Source: an optimization exercise on an open RTL-to-GDS flow (aim: small area and a short achievable clock period). Production flows keep margins and buffers that such runs may drop. Only simulation tests tie the RTL to the original design; equivalence was not proved. The clock port is modelled as an ideal driver, which makes a skipped or thinned clock tree look cheaper than it is; a real chip needs a root buffer or a tree. No activity file was given, so power comes from the tool's default toggle rates.

Setup of P:
// mp85_bus_target
module mp85_bus_target #(
    parameter logic [15:0] BASE_ADDR   = 16'h8000,
    parameter int          ADDR_BITS   = 8,
    parameter int          WAIT_STATES = 2
) (
    input  logic        clk,
    input  logic        rst,
    input  logic [15:0] address,
    input  logic        mem_read,
    input  logic        mem_write,
    input  logic [7:0]  data_in,
    output logic [7:0]  data_out,
    output logic        ready,
    output logic        selected,
    output logic        err
);
    typedef enum logic [1:0] {
        ST_IDLE,
        ST_WAIT,
        ST_ACCESS,
        ST_RELEASE
    } state_t;
    state_t          state;
    logic            wait2;       
    logic            op_wr;
    logic [7:0]      wdata;
    logic [7:0]      qp1;         
    logic [3:0]      lo4;         
    logic [7:0]      mid8;        
    logic [7:0]      ph;          
    logic [255:0][7:0] ring;
    logic [7:0]      pw_a;        
    logic [7:0]      pw_b;        
    logic [1:0]      pw_d;        
    logic [7:0]      wd;          
    logic            fire0;       
    logic            flate;       
    logic            p1, p2;      
    logic            bp;          
    logic            byp;         
    logic [3:0][7:0] s1;
    logic [7:0]      rd;
    logic hit;
    logic one_strobe;
    logic both_strobes;
    logic strobe_held;
    logic fire;
    logic [7:0] qn;               
    logic [5:0] widx;             
    always_comb begin
        hit          = (address[15:ADDR_BITS] == BASE_ADDR[15:ADDR_BITS]);
        one_strobe   = mem_read ^ mem_write;
        both_strobes = mem_read & mem_write;
  ...
clock: 5.0 ns
lec_check: 0
cap_margin: 20
core_margin: 2
core_utilization: 55
setup_slack_margin: 3.1
slew_margin: 20
standard.sh (not shown) runs the stock make flow with config.mk's settings and CLKGATE_MAP_FILE= SYNTH_SCRIPT=/design/flow/synth_recipe.tcl, a recipe that flattens the netlist after the stock synthesis.
==> flow/flow/run.sh <==
#!/bin/bash
# Standard layout, except that the clock tree is built by flow/pre_cts.tcl
# (a balanced two-level clkbuf_16 tree) instead of TritonCTS.
set -euo pipefail
export PRE_CTS_TCL="$PWD/flow/pre_cts.tcl"
export CT_LEAF_COLS=8 CT_LEAF_ROWS=10 CT_ROOT_COLS=2 CT_ROOT_ROWS=2
bash standard.sh > standard_flow.log 2>&1
==> flow/flow/pre_cts.tcl <==
# Clock tree built here in place of TritonCTS: a balanced two-level tree of
# clkbuf_16. The clock port drives NR root buffers (one per region of the core);
# each root drives the leaf buffers of its region; each leaf drives a cluster of
# about 30 nearby flip-flops. Every flip-flop sees the same number of buffer
# levels, and leaf/root buffers sit at the centroids of what they drive.
# Before that, the input port buffers (which the flow picks from the slow delay
# cells) are made plain buf_4 cells, and single-strength logic gates that
# drive many loads are given a stronger size of the same footprint.
rename clock_tree_synthesis my_tritoncts_unused

proc ct_centroid {pts} {
  set sx 0
  set sy 0
  foreach p $pts {
    set sx [expr {$sx + [lindex $p 1]}]
    set sy [expr {$sy + [lindex $p 2]}]
  }
  set n [llength $pts]
  return [list [expr {$sx / $n}] [expr {$sy / $n}]]
}

# Split pts (lists {obj x y}) into ncol columns by x, then each column into
# nrow rows by y, with counts as equal as possible. Returns a list of
# {col row pts}.
proc ct_grid {pts ncol nrow} {
  set out {}
  set pts [lsort -integer -index 1 $pts]
  set n [llength $pts]
  for {set c 0} {$c < $ncol} {incr c} {
    set lo [expr {($n * $c) / $ncol}]
    set hi [expr {($n * ($c + 1)) / $ncol - 1}]
    set col [lsort -integer -index 2 [lrange $pts $lo $hi]]
    set m [llength $col]
    for {set r 0} {$r < $nrow} {incr r} {
      set a [expr {($m * $r) / $nrow}]
      set b [expr {($m * ($r + 1)) / $nrow - 1}]
      lappend out [list $c $r [lrange $col $a $b]]
    }
  }
  return $out
}

proc ct_place {inst xy} {
  set m [$inst getMaster]
  set w [$m getWidth]
  set h [$m getHeight]
  $inst setLocation [expr {[lindex $xy 0] - $w / 2}] [expr {[lindex $xy 1] - $h / 2}]
  $inst setPlacementStatus PLACED
}

proc ct_fast_input_buffers {} {
  set db [ord::get_db]
  set block [ord::get_db_block]
  set buf [$db findMaster sky130_fd_sc_hd__buf_4]
  set n 0
  foreach bt [$block getBTerms] {
    if {[$bt getIoType] ne "INPUT" || [$bt getName] eq "clk"} { continue }
    set net [$bt getNet]
    if {$net eq "NULL"} { continue }
    foreach it [$net getITerms] {
      set inst [$it getInst]
      set m [[$inst getMaster] getName]
      if {[regexp {^sky130_fd_sc_hd__(clkdlybuf4s|dlygate|dlymetal|clkbuf_|buf_)} $m] && $m ne "sky130_fd_sc_hd__buf_4"} {
        $inst swapMaster $buf
        incr n
      }
    }
  }
  puts "input buffers made buf_4: $n"
}

proc ct_size_by_fanout {} {
  set db [ord::get_db]
  set block [ord::get_db_block]
  set n 0
  foreach inst [$block getInsts] {
    set m [[$inst getMaster] getName]
    if {![regexp {^(sky130_fd_sc_hd__[a-z0-9]+)_[01]$} $m -> base]} { continue }
    if {[regexp {__(s?e?df|dl|clk|tap|fill|decap|conb|diode)} $m]} { continue }
    set fo 0
    foreach it [$inst getITerms] {
      if {[$it isOutputSignal]} {
        set net [$it getNet]
        if {$net ne "NULL"} { set fo [expr {[llength [$net getITerms]] - 1}] }
      }
    }
    if {$fo < 6} { continue }
    set size [expr {$fo >= 12 ? 4 : 2}]
    set nm [$db findMaster ${base}_$size]
    if {$nm eq "NULL"} { set nm [$db findMaster ${base}_2] }
    if {$nm eq "NULL"} { continue }
    $inst swapMaster $nm
    incr n
  }
  puts "gates sized up by fanout: $n"
}

proc clock_tree_synthesis {args} {
  ct_fast_input_buffers
  ct_size_by_fanout
  set ncol $::env(CT_LEAF_COLS)
  set nrow $::env(CT_LEAF_ROWS)
  set rcol $::env(CT_ROOT_COLS)
  set rrow $::env(CT_ROOT_ROWS)
  set db [ord::get_db]
  set block [ord::get_db_block]
  set master [$db findMaster sky130_fd_sc_hd__clkbuf_16]
  set clk [$block findNet clk]

  set sinks {}
  foreach it [$clk getITerms] {
    set bb [[$it getInst] getBBox]
    lappend sinks [list $it [expr {([$bb xMin] + [$bb xMax]) / 2}] \
                       [expr {([$bb yMin] + [$bb yMax]) / 2}]]
  }
  puts "manual CTS: [llength $sinks] sinks, leaves ${ncol}x${nrow}, roots ${rcol}x${rrow}"

  # leaf buffers
  set leaves {}
  set i 0
  foreach cell [ct_grid $sinks $ncol $nrow] {
    set pts [lindex $cell 2]
    set inst [odb::dbInst_create $block $master "clkbuf_leaf_${i}_clk"]
    set net [odb::dbNet_create $block "clknet_leaf_${i}_clk"]
    $net setSigType CLOCK
    foreach p $pts {
      set it [lindex $p 0]
      $it disconnect
      $it connect $net
    }
    [$inst findITerm X] connect $net
    set xy [ct_centroid $pts]
    ct_place $inst $xy
    lappend leaves [list $inst [lindex $xy 0] [lindex $xy 1]]
    incr i
  }

  # root buffers
  set i 0
  foreach cell [ct_grid $leaves $rcol $rrow] {
    set pts [lindex $cell 2]
    set inst [odb::dbInst_create $block $master "clkbuf_root_${i}_clk"]
    set net [odb::dbNet_create $block "clknet_root_${i}_clk"]
    $net setSigType CLOCK
    foreach p $pts {
      [[lindex $p 0] findITerm A] connect $net
    }
    [$inst findITerm X] connect $net
    [$inst findITerm A] connect $clk
    ct_place $inst [ct_centroid $pts]
    incr i
  }
  $clk setSigType CLOCK
  global_connect
  set_propagated_clock [all_clocks]
  puts "manual CTS: [llength $leaves] leaf and $i root buffers"
}
Per the final summary, P finished and its layout is clean on timing, DRC and antenna.
The following lists how Q was set up differently from P:
- swapping 55 for 60 in CORE_UTILIZATION
- swapping 3.1 for 3.0 in SETUP_SLACK_MARGIN
==> flow/flow/run.sh <==
#!/bin/bash
# Standard layout, except that the clock tree is built by flow/pre_cts.tcl
# (a balanced two-level clkbuf_16 tree) instead of TritonCTS.
set -euo pipefail
export PRE_CTS_TCL="$PWD/flow/pre_cts.tcl"
export CT_LEAF_COLS=8 CT_LEAF_ROWS=9 CT_ROOT_COLS=2 CT_ROOT_ROWS=2
bash standard.sh > standard_flow.log 2>&1
--- outcome ---
In Q, the row count came out about 4% below the value in P.
Vertical die dimension (lower): Q
Per the comparison of Q with P, final RePlAce weighted congestion rose 3.5%; power consumption fell about 6%; total length of routed wires fell 12%; layout-stage area growth over the synthesis result fell 6.1 points; average size of a mapped cell about even.
The via-per-instance ratio of Q and that of P are within noise of each other.
Q ended up with a lower via count of the first global-routing pass than P did.
Overall fraction of global-route tracks in use: Q vs P — no meaningful difference
Sort P and Q by time the worst path needs with I/O delays and setup, ascending, and Q comes first.
Input changes introduced in R (baseline for comparison: Q):
- swapping 3.0 for 2.9 in SETUP_SLACK_MARGIN
- swapping 60 for 55 in CORE_UTILIZATION
==> flow/flow/run.sh <==
#!/bin/bash
# Standard layout, except that the clock tree is built by flow/pre_cts.tcl
# (a balanced two-level clkbuf_16 tree) instead of TritonCTS.
set -euo pipefail
export PRE_CTS_TCL="$PWD/flow/pre_cts.tcl"
export CT_LEAF_COLS=8 CT_LEAF_ROWS=10 CT_ROOT_COLS=2 CT_ROOT_ROWS=2
bash standard.sh > standard_flow.log 2>&1
## What came out
- From Q to R the numbers moved as follows: final setup slack of the worst path decreased 77 ps, total power increased about 1.3%, first-pass GRT wire length increased about 0.6%, worst hold slack essentially unchanged.
- Cmp R vs Q: areal power density over the cells higher in R
No run of this note takes its clock network from TritonCTS; it comes from the design's own scripts or RTL.

port drivers added, routing unchanged:
The results above use ideal ports. As a check the final layouts listed here were re-extracted and re-timed, cells and wires unchanged.
Step 1, drivers: a clkbuf_16 drives clk and a buf_2 each remaining input, both assumed.
Step 2 moves the port delays by t, midway between the first and last clock arrival at a register: inputs arrive t later, outputs are due t later. That takes back most of the time a late clock gives input paths.
Three values: no drivers, after step 1, after step 2; two values: the first two.
run	t, ns	slack for setup (ns)	clock arrival spread, ns	worst register clock-pin slew, ns	worst data-port slew with drivers (ns)
P	0.703	2.872 / 2.721 / 2.305	0.024 / 0.024	0.11 / 0.11	0.06
Q	0.685	2.899 / 2.743 / 2.385	0.032 / 0.032	0.11 / 0.11	0.04
R	0.707	2.822 / 2.664 / 2.333	0.021 / 0.020	0.11 / 0.11	0.05
After both steps setup and hold are still met in every run listed. The setup slack of P, which loses most, moves by -0.151 ns with the drivers and by -0.567 ns with both steps.
